This is an optimization exercise on Yosys and OpenROAD, whose aim is small area, not a production implementation. Function was checked by simulation only, so behaviour that the tests miss may differ from the original.

Design game_2048_top, start of the top module:
module game_2048_top (
  input  logic clk,
  input  logic rst_n,
  input  logic pmod_data,
  input  logic pmod_clk,
  input  logic pmod_latch,
  output logic hsync,
  output logic vsync,
  output logic [1:0] red,
  output logic [1:0] green,
  output logic [1:0] blue
);
clock: 32.0 ns
lec_check: 0
cap_margin: 10
core_margin: 2
core_utilization: 40
gpl_timing_driven: 0
place_density: 0.45
slew_margin: 10
standard.sh (not shown) runs the stock make flow with config.mk's settings and CLKGATE_MAP_FILE= SYNTH_SCRIPT=/design/flow/synth_recipe.tcl, a recipe that flattens the netlist after the stock synthesis.
==> flow/flow/run.sh <==
#!/bin/bash
# The standard layout, with two changes:
#  - synthesis: ORFS's synth.tcl without the full/half adder extraction, and
#    abc mapping with flow/abc.script (area oriented) instead of ORFS's speed
#    script; registers are mapped exactly as in the standard synthesis
#  - CTS: the arguments in flow/cts_args.txt (smaller clock buffers, no dummy
#    loads)
#  - port buffers: every input and output port still gets its own buffer, a
#    buf_1 instead of the larger cell buffer_ports picks by default
# Each tool's output: flow.log (make), orfs/logs/ (per step), patch.log.
set -euo pipefail
W=$(pwd)
python3 flow/patch_synth.py "$FLOW_HOME/scripts/synth.tcl" "$W/synth_patched.tcl" "$W/flow/abc.script" > patch.log 2>&1
sed "s#\$::env(SCRIPTS_DIR)/synth.tcl#$W/synth_patched.tcl#" synth_recipe.tcl > my_synth.tcl
grep -q synth_patched my_synth.tcl
sed "s#SYNTH_SCRIPT=[^ ]*#SYNTH_SCRIPT=$W/my_synth.tcl#" standard.sh > my_standard.sh
grep -q "SYNTH_SCRIPT=$W/my_synth.tcl" my_standard.sh
export CTS_ARGS="$(cat flow/cts_args.txt)"
export BUFFER_PORTS_ARGS=""
echo "CTS_ARGS=$CTS_ARGS BUFFER_PORTS_ARGS=$BUFFER_PORTS_ARGS" > cts_args.log
bash my_standard.sh > flow.log 2>&1
==> flow/flow/abc.script <==
strash
&get -n
&fraig -x
&put
scorr
dc2
strash
&get -n
&deepsyn -T 120
&put
strash
dch -f
amap
==> flow/flow/cts_args.txt <==
-sink_clustering_enable -repair_clock_nets -dont_use_dummy_load -root_buf sky130_fd_sc_hd__clkbuf_16 -buf_list sky130_fd_sc_hd__clkbuf_8
==> flow/flow/patch_synth.py <==
# Writes a copy of ORFS's synth.tcl that leaves adders to abc (no extract_fa)
# and maps with the abc script given (area oriented) instead of ORFS's
# speed script. Registers are mapped exactly as in the standard synthesis.
import sys
src, dst, script = sys.argv[1], sys.argv[2], sys.argv[3]
s = open(src).read()
a = """if {
  [env_var_exists_and_non_empty ADDER_MAP_FILE] &&"""
assert s.count(a) == 1, "adder block not found"
s = s.replace(a, """if { 0 &&
  [env_var_exists_and_non_empty ADDER_MAP_FILE] &&""")
b = "  log_cmd abc {*}$abc_args\n"
assert s.count(b) == 1, "abc call not found"
s = s.replace(b, "  log_cmd abc -script " + script + " {*}$lib_args {*}$lib_dont_use_args\n")
open(dst, "w").write(s)
print("patched", src, "->", dst)
Edit:
--- a/flow/flow/run.sh
+++ b/flow/flow/run.sh
@@ -19 +19 @@
-export BUFFER_PORTS_ARGS=""
+export BUFFER_PORTS_ARGS="-buffer_cell sky130_fd_sc_hd__buf_1"
==> flow/flow/cts_args.txt (replaced) <==
-sink_clustering_enable -repair_clock_nets -dont_use_dummy_load -root_buf sky130_fd_sc_hd__clkbuf_16 -buf_list {sky130_fd_sc_hd__clkbuf_4 sky130_fd_sc_hd__clkbuf_8}
Settings changed: CORE_UTILIZATION 40 to 55, GPL_TIMING_DRIVEN 0 to 1, PLACE_DENSITY 0.45 to 0.6.
What happened: Fmax grows by 6.9%; via count grows by 2.3%; routed wire length shrinks by 7.4%; utilization grows by 15 points; sequential share of layout area grows by 0.65 points; critical path depth shrinks by 2; global-route usage grows by 6.7 points; synthesized cell count is unchanged; final area shrinks by about 2%; cell count shrinks by about 5%.
Edit:
--- a/flow/flow/run.sh
+++ b/flow/flow/run.sh
@@ -8,2 +7,0 @@
-#  - port buffers: every input and output port still gets its own buffer, a
-#    buf_1 instead of the larger cell buffer_ports picks by default
@@ -19,2 +17 @@
-export BUFFER_PORTS_ARGS="-buffer_cell sky130_fd_sc_hd__buf_1"
-echo "CTS_ARGS=$CTS_ARGS BUFFER_PORTS_ARGS=$BUFFER_PORTS_ARGS" > cts_args.log
+echo "CTS_ARGS=$CTS_ARGS" > cts_args.log
==> flow/flow/cts_args.txt (replaced) <==
-sink_clustering_enable -repair_clock_nets -dont_use_dummy_load -root_buf sky130_fd_sc_hd__clkbuf_16 -buf_list sky130_fd_sc_hd__clkbuf_8
Settings changed: CAP_MARGIN 10 to 20, CORE_UTILIZATION 55 to 40, GPL_TIMING_DRIVEN 1 to unset, PLACE_DENSITY 0.6 to 0.45, SLEW_MARGIN 10 to 20.
After rerunning:
- worst hold slack got worse by 11 ps
- worst setup slack is better by 69 ps
- final cell count climbs by 5.9%
- cell area increases by about 2%
Edit:
--- a/flow/flow/run.sh
+++ b/flow/flow/run.sh
@@ -7,0 +8,2 @@
+#  - port buffers: every input and output port still gets its own buffer, a
+#    buf_1 instead of the larger cell buffer_ports picks by default
@@ -17 +19,2 @@
-echo "CTS_ARGS=$CTS_ARGS" > cts_args.log
+export BUFFER_PORTS_ARGS="-buffer_cell sky130_fd_sc_hd__buf_1"
+echo "CTS_ARGS=$CTS_ARGS BUFFER_PORTS_ARGS=$BUFFER_PORTS_ARGS" > cts_args.log
Settings changed: CAP_MARGIN 20 to 0, GPL_TIMING_DRIVEN set to 1, SLEW_MARGIN 20 to 0.
Result:
- The changed run produced a clean layout
- worst hold slack barely changes
- die area does not change
- final cell count stays the same
- clock skew increases by 13 ps
- synthesized cell count does not change
- setup slack degrades by 20 ps
- routed wire length increases by 0.63%
- final area decreases by 0.67%
- fmax stays flat

re-timing with driven ports:
Ports are ideal in the flow. The routed layouts listed here were re-timed in OpenROAD. Step 1 sets driving cells, clkbuf_16 on the clock port and buf_2 on the other inputs (assumed; they add their load-dependent delay and slew). Step 2 times the ports against the registers' clock, not the clock port: input delays grow and output delays shrink by t, the midpoint of the rising clock arrivals with the driver on. Slacks: ideal ports / drivers / drivers and shift; pairs: ideal ports / drivers.
run	shift t [ns]	slack for setup (ns)	cell pins on the clock port's net
the first run	0.417	12.661 / 12.661 / 12.661	1
the second run	0.411	13.914 / 13.914 / 13.914	1
the third run	0.413	13.983 / 13.983 / 13.983	1
the fourth run	0.416	13.962 / 13.962 / 13.962	1
After both steps every run listed still meets setup and hold.
